From an optimization exercise on the open Yosys and OpenROAD flow, aimed at small area, a short achievable clock period and few clock cycles per item; shortcuts taken in it are not production practice.
The RTL was checked by simulation tests, not by an equivalence proof against the original design.
Power is estimated from default activity; no workload was simulated.

==> flow/design.v <==
module sorter_top (
    input  logic                                        clk_i,
    input  logic                                        rst_i,
    input  logic                                        src_vld_i,
    input  logic [16-1:0]                   src_data_i,
    output logic                                        reorder_vld_o,
    output logic [8*16-1:0] reorder_ranks_o
);
    localparam int DW     = 16;
    localparam int TW     = 4;
    localparam int WIN    = 15;
    localparam int NSTORE = 15 - 1;
    localparam int OUTR   = 8;
    logic [DW-1:0]      val_q [WIN];
    logic [TW-1:0]      tag_q [WIN];
    logic [TW-1:0]      ptr_q;
    logic               vld_q;
    logic [WIN-1:0]     lt;           
    logic [WIN-1:0]     is_old;       
    logic [WIN-1:0]     past_old;     
    logic [WIN-1:0]     s_up, s_hold, s_new, s_dn;
    logic               ins, del;
    function automatic logic less_than(input logic [DW-1:0] a, input logic [DW-1:0] b);
        logic [DW-1:0] l;
        logic [DW-1:0] ng;
        for (int i = 0; i < DW; i++) begin
            l[i]  = ~a[i] & b[i];
            ng[i] = ~a[i] | b[i];
        end
        for (int s = 1; s < DW; s = s * 2) begin
            for (int i = 0; i + s < DW; i = i + 2 * s) begin
                l[i]  = l[i + s] | (ng[i + s] & l[i]);
                ng[i] = l[i + s] | (ng[i + s] & ng[i]);
            end
        end
        less_than = l[0];
    endfunction
    always_comb begin
        for (int i = 0; i < WIN; i++) begin
            lt[i]       = (i < NSTORE) ? less_than(src_data_i, val_q[i]) : 1'b1;
            is_old[i]   = (tag_q[i] == ptr_q);
            past_old[i] = is_old[i] | ((i > 0) ? past_old[(i > 0) ? i-1 : 0] : 1'b0);
        end
    end
    assign ins = src_vld_i & ~rst_i;
    assign del = vld_q & ~rst_i;
    always_comb begin
        for (int j = 0; j < WIN; j++) begin
            s_up[j]   = ins & (j > 0) & lt[(j > 0) ? j-1 : 0];
            s_new[j]  = ins & lt[j] & ~((j > 0) & lt[(j > 0) ? j-1 : 0]);
            s_dn[j]   = del & (j < WIN-1) & past_old[j];
            s_hold[j] = ~rst_i & ((ins & ~lt[j]) | (del & ~past_old[j]) | (~ins & ~del));
        end
    end
    always_ff @(posedge clk_i) begin
        for (int j = 0; j < WIN; j++) begin
            val_q[j] <= ({DW{s_up[j]}}   & val_q[(j > 0) ? j-1 : 0])
                      | ({DW{s_hold[j]}} & val_q[j])
                      | ({DW{s_new[j]}}  & src_data_i)
                      | ({DW{s_dn[j]}}   & val_q[(j < WIN-1) ? j+1 : 0]);
            tag_q[j] <= ({TW{s_up[j]}}   & tag_q[(j > 0) ? j-1 : 0])
                      | ({TW{s_hold[j]}} & tag_q[j])
                      | ({TW{s_new[j]}}  & ptr_q)
                      | ({TW{s_dn[j]}}   & tag_q[(j < WIN-1) ? j+1 : 0])
                      | ({TW{rst_i}}     & TW'(j + 1));
        end
        if (rst_i) begin
            ptr_q <= '0;
            vld_q <= 1'b0;
        end else begin
            vld_q <= src_vld_i;
            if (src_vld_i) begin
                ptr_q <= (ptr_q == TW'(WIN - 1)) ? '0 : ptr_q + 1'b1;
            end
        end
    end
    assign reorder_vld_o = vld_q;
    always_comb begin
        for (int r = 0; r < OUTR; r++) begin
            reorder_ranks_o[r*DW +: DW] = val_q[r];
        end
    end
endmodule
==> flow/flow/run.sh <==
#!/bin/bash
# Standard ORFS layout with these changes:
# - ports are buffered with plain buffers instead of the delay cell that
#   buffer_ports picks by default;
# - the resizer may swap cells across footprints (MATCH_CELL_FOOTPRINT=0);
# - before repair_design, the input port buffers are upsized, since each data
#   input fans out to every comparator.
set -e
here=$(pwd)
export BUFFER_PORTS_ARGS="-buffer_cell sky130_fd_sc_hd__buf_1"
export PRE_RESIZE_TCL="$here/flow/upsize_inputs.tcl"
bash standard.sh MATCH_CELL_FOOTPRINT=0 finish > standard_run.log 2>&1
==> flow/flow/upsize_inputs.tcl <==
# Input port buffers drive wide fanout (each data bit feeds every comparator);
# give them a strong cell before repair_design builds buffer trees.
foreach inst [get_cells input*] {
  replace_cell $inst sky130_fd_sc_hd__buf_16
}
==> flow/standard.sh <==
#!/bin/bash
# synth_recipe.tcl (not shown) runs the flow's synth.tcl, then flattens the netlist and writes it again
# the make line also repeats each setting of config.mk as NAME=value (left out here)
make -C /OpenROAD-flow-scripts/flow DESIGN_CONFIG=/design/flow/config.mk WORK_HOME=/design/flow/orfs CLKGATE_MAP_FILE= SYNTH_SCRIPT=/design/flow/synth_recipe.tcl "${@:-finish}"
==> flow/config.mk <==
export PLATFORM = sky130hd
export DESIGN_NAME = sorter_top
export DESIGN_NICKNAME = sorter_top
export VERILOG_FILES = /design/flow/design.v
export SDC_FILE = /design/flow/constraint.sdc
export NUM_CORES = 4
export LEC_CHECK = 0
export ABC_AREA = 1
export CAP_MARGIN = 20
export CORE_MARGIN = 2
export CORE_UTILIZATION = 50
export CTS_CLUSTER_DIAMETER = 100
export CTS_CLUSTER_SIZE = 20
export PLACE_DENSITY = 0.6
export SETUP_SLACK_MARGIN = 3.0
export SLEW_MARGIN = 20
export TNS_END_PERCENT = 0
==> flow/constraint.sdc <==
create_clock -name core_clock -period 6.0 [get_ports {clk_i}]
set_input_delay 1.2000 -clock core_clock [delete_from_list [all_inputs] [get_ports {clk_i}]]
set_output_delay 1.2000 -clock core_clock [all_outputs]
set_load 0.01 [all_outputs]
==> results.py, run 1 <==
metrics = {
    "global_routing": {
        "grt_pass1_vias": 20200,
        "grt_max_degree": 55,
        "grt_pass1_wl_um": 110000,
        "grt_remaining_overflow": 0,
        "track_usage_pct": 33.1,
        "antenna_found_initial": 0,
    },
    "critical_path": {
        "worstPathCellList": "buf_16, buf_12, clkinvlp_4, nand2_1, nand2_1, o221ai_1, nand2_1, o21ai_1, o221ai_2, nand2_1, nand3_4, buf_4, o22ai_4, nand2_1, nand2_1",
        "reg2reg_slack_ns": 3.12,
        "crit_fanout": 20,
        "max_stage_delay_ns": 0.34,
        "worstPathRequired_ns": 6.48,
        "crit_path_frequent_cell": "nand2_1",
        "cp_slowest_cell": "o22ai_4",
        "arrival_ns": 3.54,
        "worstSetupPathType": "input port to flip-flop",
        "start_kind": "input port",
        "endpoint_kind": "flip-flop",
        "crit_family": "compound AO/OA/AOI/OAI gates",
        "cp_num_buf_inv": 4,
    },
    "clock_network": {
        "htree_levels": 1,
        "cts_buffers": 19,
        "cts_root_buf": "clkbuf_16",
        "clkSinkCount": 305,
        "worstSkewPairLatency_ns": 0.54,
        "cts_tree": "built",
        "ctsLongestPathBuffers": 3,
        "path_clk_slew_ns": 0.09,
    },
    "routing": {
        "first_pass_iters": 6,
        "vias_per_cell": 5.95,
        "vias": 22300,
        "drt_iter0_markers": 2086,
        "final_antenna_net_count": 0,
        "wire_per_inst_um": 19.0,
        "routed_wl_um": 71000,
        "drc": 0,
    },
    "sta": {
        "fin_tns_setup_ns": 0,
        "drv_slew": 0,
        "setup_viol": 0,
        "period_needed_ns": 3.06,
        "finalCritPeriodShare_pct": 51.0,
        "fmax_mhz": 327,
        "finalWorstSetupSlack_ns": 2.94,
        "hold_violations": 0,
        "relSlewSlack_pct": 44.4,
        "fin_skew_ns": 0.0201,
        "rsz0062_at_grt": "true",
        "worst_pin_slew_ns": 0.833,
    },
    "synthesis": {
        "yosysWarnings": 3,
        "syn_nets": 3162,
        "synth_area_um2": 19300,
        "ys.flop_type": "dfxtp_1",
        "syn_inst": 3143,
        "yosysTopAreaCell": "dfxtp_1",
        "synth_edf_count": 0,
        "synth_top_area_share_pct": 31.6,
        "yosys-top-cells-area": "dfxtp_1 (32%), nand2_1 (22%), inv_1 (5.2%), o22ai_1 (4.9%), nand3_1 (4.7%)",
        "syn_area_per_cell_um2": 6.14,
        "yosysSeqAreaShare_pct": 31.6,
        "ys_seq_elements": 305,
        "ys_types": 48,
        "async_reset_ff_share_pct": 0,
    },
    "finish": {
        "layout-drive-gt1-share_pct": 9.57,
        "fin_nets": 3249,
        "area.growth.synth_to_final_pct": 15.1,
        "stdcell_count": 3741,
        "num_antenna_cells": 0,
        "fill_cells": 3827,
    },
    "place": {
        "place_inst": 3643,
        "place_ws_ns": 1.33,
        "portBuffers": 147,
        "gp_congestion": 0.913,
        "place.detailed.hpwl_um": 49500,
    },
    "power": {
        "vdd_drop_max_v": 0.000174,
        "p_leak_nw": 9.07,
        "pwr_density_cell_nw_per_um2": 189,
        "finalPower_w": 0.00420,
    },
    "die": {
        "fp.dieH_um": 201,
        "die_w_um": 201,
        "placementRows": 71,
        "core_um2": 37800,
        "die-area_um2": 40200,
        "pin_count": 148,
        "start_util_pct": 51.0,
    },
    "status": {
        "outcome": "finished clean",
    },
    "run": {
        "maxCapViolCount": 0,
    },
    "hold_path": {
        "hp-class": "flip-flop to flip-flop",
    },
}
layout make-up:
class	instances	area, µm²	share of cell area (%)
Timing Repair Buffer	253	1980	8.89
Clock inverter	2	17.5	0.0788
Inverter	306	1260	5.67
Multi-Input combinational cell	2339	11700	52.7
Timing Repair inverter	6	42.5	0.191
Clock buffer	19	475	2.14
Sequential cell	305	6110	27.5
Tap cell	511	639	2.88
path summary, 6_finish.rpt:
path | from | to | cells past startpoint
min | val_q[13][3]$_DFF_P_ | val_q[13][3]$_DFF_P_ | 2
max reg2reg | ptr_q[3]$_SDFFE_PP0P_ | val_q[13][1]$_DFF_P_ | 12
min reg2reg | val_q[13][3]$_DFF_P_ | val_q[13][3]$_DFF_P_ | 2
max | src_data_i[0] | val_q[3][0]$_DFF_P_ | 15
registers in the layout, summed over array words and instances, names as in the netlist:
name,count
ptr_q,4
tag_q,60
vld_q,1
val_q,240
cell usage in the layout (no fill, tap or decap), drive strengths merged, types with 10 or more instances in the layout:
master	instances
o211ai	40
nor2	211
clkinv	12
xor2	10
clkinvlp	21
nand4	91
nand3	189
nand2	1142
o2111ai	43
o21ai	220
dfxtp	305
a21oi	125
o221ai	13
nand3b	16
a31oi	19
buf	251
xnor2	28
clkbuf	21
o22ai	157
inv	281
tightest hold or removal path: cells and delay by family, from the launching register on:
| family | cells | cell delay, ns |
|---|---|---|
| DFF | 1 | 0.32 |
| and+or+nand+nor | 2 | 0.10 |
cell families after synthesis:
group | count (synthesis) | synth area share, %
AO/OA/AOI/OAI | 638 | 20.0
XOR/XNOR | 38 | 1.72
buffers and inverters | 509 | 11.0
flip-flops | 305 | 31.6
AND/OR/NAND/NOR | 1653 | 35.7
Yosys cell counts, types with 13 or more instances:
cell type	count
a21oi_1	125
a31oi_1	19
buf_1	20
buf_2	91
clkbuf_1	79
clkinv_1	17
dfxtp_1	305
inv_1	268
inv_2	19
nand2_1	1123
nand2_2	14
nand3_1	182
nand3b_1	16
nand4_1	89
nor2_1	206
o2111ai_1	43
o211ai_1	40
o21ai_0	180
o21ai_1	26
o221ai_1	13
o22ai_1	151
xnor2_1	28
where the power goes:
group          switching (W)  internal, W  leakage [nW]
clock               0.000772     0.000575         0.243
combinational       0.000487     0.000226          6.35
sequential         0.0000587      0.00208          2.47
metal layers:
| metal | wire [µm] | vias to the layer above | part of all wire [%] | global-route usage [%] |
|---|---|---|---|---|
| li1 | - | 10600 | - | - |
| met1 | 32700 | 10600 | 46 | 49.0 |
| met2 | 30500 | 967 | 43 | 51.9 |
| met3 | 6110 | 102 | 8.6 | 2.87 |
| met4 | 1650 | 0 | 2.3 | 8.07 |
| met5 | 0 | - | 0 | 0 |
per-stage QoR:
stage | instance area [µm²] | hold WS [ns] | util, %
final | 22200 | 0.457 | 58.7
after detailed placement | 20400 | 0.445 | 53.8
after global routing | 22200 | 0.488 | 58.7
after floorplan | 19300 | 0.426 | -
after CTS | 21500 | 0.459 | 56.8
after global placement | 19900 | 0.438 | 52.6
repair_timing:
item,in CTS,in global routing
cloned,9,10
buffers inserted,30,28
hold buffers,0,0
pin swaps,12,22
gates resized for setup,84,107
endpoints found under the setup margin,300,300
Testbench counts, summed over its fixed seeds: cycles 6,400, items 3,200.
==> inputs of run 2 (changes only) <==
--- a/flow/config.mk
+++ b/flow/config.mk
@@ -10,6 +10,6 @@
 export CORE_MARGIN = 2
-export CORE_UTILIZATION = 50
+export CORE_UTILIZATION = 60
 export CTS_CLUSTER_DIAMETER = 100
 export CTS_CLUSTER_SIZE = 20
-export PLACE_DENSITY = 0.6
+export PLACE_DENSITY = 0.7
 export SETUP_SLACK_MARGIN = 3.0
==> results.py, run 2 <==
metrics = {
    "status": {
        "outcome": "finished clean",
    },
    "sta": {
        "rsz0062_at_grt": "true",
        "period_needed_ns": 3.09,
        "hold_ws_ns": 0.462,
        "setup_viol": 0,
        "hold_violations": 0,
        "finalCritPeriodShare_pct": 51.4,
        "worst_pin_slew_ns": 0.759,
        "drv_slew": 0,
        "fin_skew_ns": 0.0320,
        "relSlewSlack_pct": 49.0,
        "fmax_mhz": 324,
        "fin_tns_setup_ns": 0,
        "finalWorstSetupSlack_ns": 2.91,
    },
    "routing": {
        "drt_iter0_markers": 3038,
        "drc": 0,
        "vias_per_cell": 6.23,
        "final_antenna_net_count": 0,
        "first_pass_iters": 6,
        "routed_wl_um": 67500,
        "wire_per_inst_um": 18.7,
        "vias": 22500,
    },
    "clock_network": {
        "path_clk_slew_ns": 0.09,
        "cts_buffers": 19,
        "cts_root_buf": "clkbuf_16",
        "clkSinkCount": 305,
        "htree_levels": 1,
        "cts_tree": "built",
        "worstSkewPairLatency_ns": 0.55,
        "ctsLongestPathBuffers": 3,
        "hold_buffers": 0,
    },
    "finish": {
        "mostFrequentLayoutCells": "nand2_1 (1100), dfxtp_1 (303), inv_1 (255)",
        "top_regs": "val_q x240, tag_q x60, ptr_q x4",
        "stdcell_count": 3617,
        "final_common_cell": "nand2_1",
        "registers.top_by_ff_count": "val_q",
        "fin_nets": 3235,
        "largest_register_ffs": 240,
        "area.growth.synth_to_final_pct": 13.1,
        "num_antenna_cells": 0,
        "layout-drive-gt1-share_pct": 8.80,
    },
    "die": {
        "die-area_um2": 33600,
        "core_um2": 31600,
        "placementRows": 65,
        "pin_count": 148,
        "die_w_um": 183,
        "fp.dieH_um": 183,
        "start_util_pct": 61.0,
    },
    "synthesis": {
        "ys_seq_elements": 305,
        "yosys-top-cells-area": "dfxtp_1 (32%), nand2_1 (22%), inv_1 (5.2%), o22ai_1 (4.9%), nand3_1 (4.7%)",
        "synth_top_area_share_pct": 31.6,
        "yosysTopAreaCell": "dfxtp_1",
        "synth_simple_gate_area_share_pct": 35.7,
        "syn_nets": 3162,
        "synth_xor_area_share_pct": 1.72,
        "synth_top_family_by_area": "simple AND/OR/NAND/NOR gates",
        "syn_area_per_cell_um2": 6.14,
        "synthAdderAreaFrac_pct": 0,
        "ys.flop_type": "dfxtp_1",
        "synth_area_um2": 19300,
        "synth_edf_count": 0,
        "ys_types": 48,
        "ys_top_cells_by_count": "nand2_1 (1123), dfxtp_1 (305), inv_1 (268), nor2_1 (206), nand3_1 (182)",
        "yosysSeqAreaShare_pct": 31.6,
        "synth-compound-area-share_pct": 20.0,
        "synth.most_common_cell": "nand2_1",
        "synth_mux_area_share_pct": 0,
        "yosysWarnings": 3,
        "async_reset_ff_share_pct": 0,
        "syn_inst": 3143,
    },
    "power": {
        "seqPwrFrac_pct": 51.3,
        "finalPower_w": 0.00416,
        "switching_share_pct": 30.9,
        "p_leak_nw": 8.94,
        "p_sw_w": 0.00129,
        "vdd_drop_max_v": 0.000215,
        "p_int_w": 0.00288,
        "pwr_density_cell_nw_per_um2": 191,
        "pwr-share-comb_pct": 16.8,
        "pwr-share-clk_pct": 31.9,
    },
    "critical_path": {
        "worstSetupPathType": "input port to flip-flop",
        "arrival_ns": 3.56,
        "worstPathRequired_ns": 6.48,
        "crit_fanout": 33,
        "start_kind": "input port",
        "endpoint_kind": "flip-flop",
    },
    "place": {
        "gp_congestion": 0.923,
        "place_inst": 3539,
        "place_ws_ns": 1.33,
        "portBuffers": 147,
        "place.detailed.hpwl_um": 47200,
    },
    "global_routing": {
        "grt_max_degree": 55,
        "antenna_found_initial": 0,
        "track_usage_pct": 37.5,
        "grt_remaining_overflow": 0,
        "grt_pass1_wl_um": 104000,
        "grt_pass1_vias": 20200,
    },
    "run": {
        "maxCapViolCount": 0,
    },
    "hold_path": {
        "hp-class": "flip-flop to flip-flop",
    },
}
[run 2: cell counts after synthesis]
Identical to the previous run, type by type.
[run 2: stage by stage]
stage	utilization (%)	area [µm²]
finish	69.0	21800
floorplan	-	19300
detailed placement	64.0	20200
CTS	67.2	21200
global placement	62.6	19800
global route	69.0	21800
[run 2: cell type report]
cell class                      count  area, µm²
Fill cell                        2882       9800
Sequential cell                   305       6110
Multi-Input combinational cell   2336      11600
Clock inverter                      1       16.3
Timing Repair Buffer              241       1850
Inverter                          306       1280
Tap cell                          402        503
Timing Repair inverter              7       52.6
Clock buffer                       19        475
[run 2: kinds of logic after synthesis]
kind of cell / count (synthesis)
xor gates and xnor gates: 38
and+or+nand+nor: 1653
buffers and inverters: 509
AOI/OAI and AO/OA: 638
DFF: 305
[run 2: worst max-delay path: stages]
cell and delay, ns:
buf_16 0.07, buf_6 0.23, clkinvlp_4 0.14, buf_4 0.16, o22ai_1 0.13, nand2_1 0.11, nand2_1 0.07, nand2_1 0.08
nand2_1 0.11, nand3_1 0.13, nand2_1 0.13, nand2_2 0.14, nor2_2 0.25, buf_6 0.22, inv_6 0.09, nor2_1 0.13
nor2_1 0.08, nand2_1 0.06
[run 2: worst paths after layout]
kind | start | to | slack (ns) | cells past startpoint
worst min-delay path | val_q[13][5]$_DFF_P_ | val_q[13][5]$_DFF_P_ | 0.46 | 2
worst max register to register | ptr_q[3]$_SDFFE_PP0P_ | val_q[11][10]$_DFF_P_ | 3.00 | 13
worst max-delay path | src_data_i[14] | val_q[13][3]$_DFF_P_ | 2.91 | 18
worst min register to register | val_q[13][5]$_DFF_P_ | val_q[13][5]$_DFF_P_ | 0.46 | 2
[run 2: routing by layer]
layer	track usage (%)	share of wire (%)	up-vias	wire, µm
met4	13.1	2.6	0	1790
met1	53.3	42	10400	28300
met5	0	0	-	0
met3	3.93	12	130	7960
met2	59.1	44	1397	29400
li1	-	-	10600	-
[run 2: what timing repair did]
action | in CTS | in global routing
endpoints found under the setup margin | 299 | 300
endpoints found under the hold margin | 0 | 0
buffers inserted | 22 | 20
pin swaps | 5 | 14
resized for setup | 78 | 90
cloned | 6 | 10
[run 2: power by group through the flow]
stage / Clock, W / Combinational (W) / Sequential [W]
after floorplan: 0 / 0.000441 / 0.00217
after global placement: 0 / 0.000551 / 0.00218
after detailed placement: 0 / 0.000595 / 0.00218
after CTS: 0.00133 / 0.000628 / 0.00213
after global routing: 0.00139 / 0.000753 / 0.00214
final: 0.00133 / 0.000700 / 0.00214
==> inputs of run 3 (changes only) <==
--- a/flow/flow/upsize_inputs.tcl
+++ b/flow/flow/upsize_inputs.tcl
@@ -3,3 +3,3 @@
 foreach inst [get_cells input*] {
-  replace_cell $inst sky130_fd_sc_hd__buf_16
+  replace_cell $inst sky130_fd_sc_hd__buf_4
 }
--- a/flow/config.mk
+++ b/flow/config.mk
@@ -10,6 +10,6 @@
 export CORE_MARGIN = 2
-export CORE_UTILIZATION = 60
+export CORE_UTILIZATION = 50
 export CTS_CLUSTER_DIAMETER = 100
 export CTS_CLUSTER_SIZE = 20
-export PLACE_DENSITY = 0.7
+export PLACE_DENSITY = 0.6
 export SETUP_SLACK_MARGIN = 3.0
==> results.py, run 3 <==
metrics = {
    "status": {
        "outcome": "finished clean",
    },
    "critical_path": {
        "crit_path_frequent_cell": "nand2_1",
        "cp_num_buf_inv": 5,
        "worstPathCellList": "buf_4, buf_12, clkinvlp_4, nand2_1, a21oi_1, o22ai_1, o221ai_4, nand2_1, nand3_1, buf_12, nand2_1, nor2_4, buf_6, a21oi_1, nand2_1",
        "worstSetupPathType": "input port to flip-flop",
        "arrival_ns": 3.48,
        "cp-startpoint": "src_data_i[0]",
        "crit_fanout": 23,
        "reg2reg_from": "ptr_q[1]$_SDFFE_PP0P_",
        "max_stage_delay_ns": 0.31,
        "crit_family": "buffers and inverters",
        "start_kind": "input port",
        "worstPathRequired_ns": 6.48,
        "cp_slowest_cell": "o221ai_4",
        "endpoint_kind": "flip-flop",
    },
    "place": {
        "portBuffers": 147,
        "gp_congestion": 0.913,
        "place.detailed.hpwl_um": 49400,
    },
    "synthesis": {
        "yosysTopAreaCell": "dfxtp_1",
        "syn_inst": 3143,
        "synth.most_common_cell": "nand2_1",
        "synth_top_area_share_pct": 31.6,
        "ys.flop_type": "dfxtp_1",
        "syn_area_per_cell_um2": 6.14,
        "ys_top_cells_by_count": "nand2_1 (1123), dfxtp_1 (305), inv_1 (268), nor2_1 (206), nand3_1 (182)",
        "async_reset_ff_share_pct": 0,
        "synth_area_um2": 19300,
        "yosysWarnings": 3,
        "synth_edf_count": 0,
        "ys_types": 48,
        "yosysSeqAreaShare_pct": 31.6,
        "ys_seq_elements": 305,
        "yosys-top-cells-area": "dfxtp_1 (32%), nand2_1 (22%), inv_1 (5.2%), o22ai_1 (4.9%), nand3_1 (4.7%)",
        "syn_nets": 3162,
    },
    "die": {
        "die-area_um2": 40200,
        "fp.dieH_um": 201,
        "start_util_pct": 51.0,
        "core_um2": 37800,
        "die_w_um": 201,
        "pin_count": 148,
        "placementRows": 71,
    },
    "sta": {
        "finalCritPeriodShare_pct": 50.0,
        "hold_violations": 0,
        "worst_pin_slew_ns": 0.801,
        "hold_ws_ns": 0.462,
        "fin_tns_setup_ns": 0,
        "rsz0062_at_grt": "true",
        "fmax_mhz": 334,
        "period_needed_ns": 3.00,
        "drv_slew": 0,
        "fin_skew_ns": 0.0207,
        "relSlewSlack_pct": 46.5,
        "setup_viol": 0,
    },
    "clock_network": {
        "hold_buffers": 0,
        "path_clk_slew_ns": 0.09,
        "cts_root_buf": "clkbuf_16",
        "cts_tree": "built",
        "htree_levels": 1,
        "ctsLongestPathBuffers": 3,
        "clkSinkCount": 305,
        "worstSkewPairLatency_ns": 0.53,
        "cts_buffers": 19,
    },
    "run": {
        "maxCapViolCount": 0,
    },
    "routing": {
        "routed_wl_um": 71600,
        "drt_iter0_markers": 2137,
        "drc": 0,
        "vias_per_cell": 5.96,
        "wire_per_inst_um": 19.1,
        "first_pass_iters": 6,
        "final_antenna_net_count": 0,
        "vias": 22400,
    },
    "power": {
        "vdd_drop_max_v": 0.000167,
        "pwr_density_cell_nw_per_um2": 189,
        "p_leak_nw": 9.00,
    },
    "finish": {
        "registers.top_by_ff_count": "val_q",
        "fin_nets": 3265,
        "largest_register_ffs": 240,
        "layout-drive-gt1-share_pct": 10.1,
        "num_antenna_cells": 0,
        "area.growth.synth_to_final_pct": 14.7,
        "mostFrequentLayoutCells": "nand2_1 (1093), dfxtp_1 (303), inv_1 (257)",
        "final_common_cell": "nand2_1",
        "top_regs": "val_q x240, tag_q x60, ptr_q x4",
    },
    "global_routing": {
        "antenna_found_initial": 0,
        "grt_pass1_vias": 20200,
        "grt_remaining_overflow": 0,
        "grt_pass1_wl_um": 109000,
        "track_usage_pct": 32.8,
        "grt_max_degree": 55,
    },
    "hold_path": {
        "hp-class": "flip-flop to flip-flop",
        "hold_start": "val_q[13][0]$_DFF_P_",
    },
}
[run 3: changes by cell type in the layout (fill, tap and decap cells not counted), sizes merged]
| cell | previous run | this run |
|---|---|---|
| buf | 239 | 266 |
| clkbuf | 21 | 22 |
| clkinv | 12 | 13 |
| clkinvlp | 25 | 23 |
| inv | 277 | 279 |
| nand2 | 1141 | 1140 |
| o22ai | 155 | 158 |
[run 3: logic make-up after synthesis]
group	after synthesis	synth area share, %
XOR/XNOR	38	1.72
flip-flops	305	31.6
buffers and inverters	509	11.0
AND/OR/NAND/NOR	1653	35.7
AO/OA/AOI/OAI	638	20.0
[run 3: tightest hold or removal path, cell delays in order (launching register included)]
cell	delay, ns
dfxtp_1	0.32
nand2_1	0.06
nand2_1	0.04
[run 3: final timing paths]
kind / cells after the start / to / slack [ns]
max: 15 / val_q[7][9]$_DFF_P_ / 3.00
min: 2 / val_q[13][0]$_DFF_P_ / 0.46
max reg2reg: 13 / val_q[5][7]$_DFF_P_ / 3.11
min reg2reg: 2 / val_q[13][0]$_DFF_P_ / 0.46
[run 3: timing repair]
item / CTS / global route
setup buffers: 25 / 47
pin swaps: 10 / 25
cloned: 8 / 13
endpoints found under the setup margin: 300 / 300
resized for setup: 82 / 129
[run 3: cell type report]
type,instances,area (µm²)
Fill cell,3776,15700
Multi-Input combinational cell,2338,11800
Sequential cell,305,6110
Timing Repair Buffer,268,1800
Inverter,306,1270
Tap cell,511,639
Clock buffer,20,479
Timing Repair inverter,8,61.3
Clock inverter,1,16.3
[run 3: report_power, final]
part           internal, W  total [W]  leakage [nW]  switching (W)
clock             0.000578    0.00134         0.243       0.000762
combinational     0.000210   0.000705          6.29       0.000495
sequential         0.00208    0.00214          2.47      0.0000588
total              0.00287    0.00418          9.00        0.00132
[run 3: metal layers]
metal	vias up	share of wire (%)	global-route usage (%)	wire, µm
li1	10600	-	-	-
met1	10600	46	47.9	32800
met5	-	0	0	0
met3	89	8.8	3.59	6340
met4	0	2.3	9.02	1650
met2	1017	43	51.0	30800
[run 3: metrics by stage]
| step | std cells | power [W] | area (µm²) | utilization, % | setup slack, ns |
|---|---|---|---|---|---|
| after floorplan | 3143 | 0.00261 | 19300 | - | 3.01 |
| after global placement | 3643 | 0.00274 | 19900 | 52.6 | 0.885 |
| after detailed placement | 3643 | 0.00276 | 20000 | 52.8 | 1.32 |
| after CTS | 3697 | 0.00411 | 21100 | 55.7 | 2.81 |
| after global routing | 3757 | 0.00433 | 22100 | 58.5 | 2.90 |
| final | 3757 | 0.00418 | 22100 | 58.5 | 3.00 |
==> inputs of run 4 (changes only) <==
--- a/flow/flow/upsize_inputs.tcl
+++ b/flow/flow/upsize_inputs.tcl
@@ -3,3 +3,3 @@
 foreach inst [get_cells input*] {
-  replace_cell $inst sky130_fd_sc_hd__buf_4
+  replace_cell $inst sky130_fd_sc_hd__buf_8
 }
==> results.py, run 4 <==
metrics = {
    "status": {
        "outcome": "finished clean",
    },
    "synthesis": {
        "ys_top_cells_by_count": "nand2_1 (1123), dfxtp_1 (305), inv_1 (268), nor2_1 (206), nand3_1 (182)",
        "syn_inst": 3143,
        "synth_xor_area_share_pct": 1.72,
        "async_reset_ff_share_pct": 0,
        "ys.flop_type": "dfxtp_1",
        "synth_simple_gate_area_share_pct": 35.7,
        "yosys-top-cells-area": "dfxtp_1 (32%), nand2_1 (22%), inv_1 (5.2%), o22ai_1 (4.9%), nand3_1 (4.7%)",
        "synth_area_um2": 19300,
        "yosysTopAreaCell": "dfxtp_1",
        "synth-compound-area-share_pct": 20.0,
        "synth_mux_area_share_pct": 0,
        "ys_seq_elements": 305,
        "syn_area_per_cell_um2": 6.14,
        "yosysWarnings": 3,
        "synth_edf_count": 0,
        "synth.most_common_cell": "nand2_1",
        "synth_top_family_by_area": "simple AND/OR/NAND/NOR gates",
        "syn_nets": 3162,
        "yosysSeqAreaShare_pct": 31.6,
        "synth_top_area_share_pct": 31.6,
        "synthAdderAreaFrac_pct": 0,
        "ys_types": 48,
    },
    "place": {
        "place.detailed.hpwl_um": 49400,
        "portBuffers": 147,
        "gp_congestion": 0.913,
        "place_area_um2": 20100,
        "place_ws_ns": 1.35,
    },
    "global_routing": {
        "grt_remaining_overflow": 0,
        "track_usage_pct": 32.9,
        "grt_pass1_vias": 20200,
        "antenna_found_initial": 0,
        "grt_pass1_wl_um": 109000,
        "grt_max_degree": 55,
    },
    "die": {
        "pin_count": 148,
        "core_um2": 37800,
        "die-area_um2": 40200,
        "start_util_pct": 51.0,
        "fp.dieH_um": 201,
        "placementRows": 71,
        "die_w_um": 201,
    },
    "routing": {
        "drc": 0,
        "drt_iter0_markers": 2247,
        "vias": 22300,
        "first_pass_iters": 5,
        "routed_wl_um": 71400,
        "vias_per_cell": 5.93,
        "final_antenna_net_count": 0,
        "wire_per_inst_um": 19.0,
    },
    "finish": {
        "top_regs": "val_q x240, tag_q x60, ptr_q x4",
        "num_antenna_cells": 0,
        "largest_register_ffs": 240,
        "final_common_cell": "nand2_1",
        "area.growth.synth_to_final_pct": 15.8,
        "fin_area_um2": 22400,
        "fin_nets": 3271,
        "mostFrequentLayoutCells": "nand2_1 (1090), dfxtp_1 (301), inv_1 (256)",
        "registers.top_by_ff_count": "val_q",
        "layout-drive-gt1-share_pct": 10.6,
    },
    "clock_network": {
        "worstSkewPairLatency_ns": 0.53,
        "cts_root_buf": "clkbuf_16",
        "clkSinkCount": 305,
        "htree_levels": 1,
        "ctsLongestPathBuffers": 3,
        "path_clk_slew_ns": 0.09,
        "cts_tree": "built",
        "cts_buffers": 19,
    },
    "sta": {
        "finalWorstSetupSlack_ns": 3.04,
        "relSlewSlack_pct": 44.3,
        "hold_ws_ns": 0.457,
        "period_needed_ns": 2.96,
        "hold_violations": 0,
        "rsz0062_at_grt": "true",
        "fmax_mhz": 337,
        "worst_pin_slew_ns": 0.836,
        "fin_tns_setup_ns": 0,
        "fin_skew_ns": 0.0194,
        "finalCritPeriodShare_pct": 49.4,
        "setup_viol": 0,
        "drv_slew": 0,
    },
    "run": {
        "maxCapViolCount": 0,
    },
    "critical_path": {
        "worstSetupPathType": "input port to flip-flop",
        "endpoint_kind": "flip-flop",
        "worstPathRequired_ns": 6.45,
        "cp-startpoint": "src_data_i[1]",
        "crit_fanout": 16,
        "start_kind": "input port",
        "reg2reg_from": "ptr_q[0]$_SDFFE_PP0P_",
        "arrival_ns": 3.41,
    },
    "power": {
        "pwr_density_cell_nw_per_um2": 188,
        "p_leak_nw": 9.13,
        "finalPower_w": 0.00419,
        "vdd_drop_max_v": 0.000176,
    },
    "hold_path": {
        "hp-class": "flip-flop to flip-flop",
        "hold_start": "val_q[13][3]$_DFF_P_",
    },
}
-- run 4: final cells by class --
| type | instances | area, µm² |
|---|---|---|
| clock buffers | 20 | 479 |
| multi-input cells | 2337 | 11700 |
| fillers | 3864 | 15500 |
| flip-flops and latches | 305 | 6110 |
| repair inverters | 6 | 45.0 |
| well taps | 511 | 639 |
| repair buffers | 277 | 2040 |
| inverters | 306 | 1270 |
| clock inverters | 1 | 16.3 |
-- run 4: power breakdown --
part	switching, W	total (W)	internal, W
logic	0.000492	0.000721	0.000229
clock network	0.000758	0.00134	0.000577
registers	0.0000579	0.00214	0.00208
-- run 4: path summary, 6_finish.rpt --
path	slack, ns	depth (start not counted)	endpoint
max	3.04	17	tag_q[4][0]$_DFF_P_
min	0.46	2	val_q[13][3]$_DFF_P_
max reg2reg	3.11	14	val_q[5][11]$_DFF_P_
min reg2reg	0.46	2	val_q[13][3]$_DFF_P_
-- run 4: layer usage --
| layer | wire [µm] | part of all wire [%] | up-vias | GRT usage [%] |
|---|---|---|---|---|
| met1 | 32800 | 46 | 10600 | 48.5 |
| met4 | 1690 | 2.4 | 0 | 9.50 |
| met3 | 6070 | 8.5 | 89 | 3.08 |
| met2 | 30800 | 43 | 999 | 51.1 |
| li1 | - | - | 10700 | - |
| met5 | 0 | 0 | - | 0 |
-- run 4: worst max-delay path, stage by stage --
cell and delay, ns:
buf_8 0.10, buf_16 0.15, clkinvlp_4 0.13, buf_4 0.15, nand2_1 0.05, nand2_1 0.05, o221ai_1 0.07, nand2_1 0.09
o21ai_2 0.19, o221ai_2 0.19, nand2_1 0.15, nand3_4 0.18, buf_4 0.21, nor2_4 0.10, buf_4 0.21, nand2_1 0.07
o211ai_1 0.09
-- run 4: timing repair --
item	in CTS	in global routing
gates resized for setup	82	133
pin swaps	11	29
setup endpoints to repair	300	300
cloned	8	10
setup buffers	36	45
hold buffers	0	0
-- run 4: kinds of logic (layout without fill, tap and decap cells) --
group / count (synthesis) / count (layout)
flip-flops: 305 / 305
AND/OR/NAND/NOR: 1653 / 1654
buffers and inverters: 509 / 610
XOR/XNOR: 38 / 38
AO/OA/AOI/OAI: 638 / 645
-- run 4: metrics by stage --
stage	utilization, %	cells
global placement	52.6	3643
CTS	56.4	3708
global route	59.1	3763
detailed placement	53.2	3643
finish	59.1	3763
floorplan	-	3143

[what the ideal ports hide]
The results above use ideal ports. As a check the final layouts listed here were re-extracted and re-timed, cells and wires unchanged.
Step 1 assumes that a clkbuf_16 drives the clock port and a buf_2 every other input.
Step 2 also shifts input and output timing later by t, the mid clock arrival at the registers, as if the neighbouring blocks saw the same clock.
a / b / c = ideal / step 1 / step 2; a / b = the first two.
run | t (ns) | setup WS [ns] | worst register clock-pin slew, ns
run 1 | 0.591 | 2.939 / 2.904 / 2.314 | 0.10 / 0.10
run 2 | 0.588 | 2.913 / 2.886 / 2.298 | 0.10 / 0.10
run 3 | 0.587 | 3.003 / 3.039 / 2.452 | 0.10 / 0.10
run 4 | 0.581 | 3.036 / 3.034 / 2.453 | 0.10 / 0.10
After both steps every run listed still meets setup and hold. For run 1, which loses most, drivers alone change the setup slack by -0.035 ns; drivers and shift together by -0.625 ns.
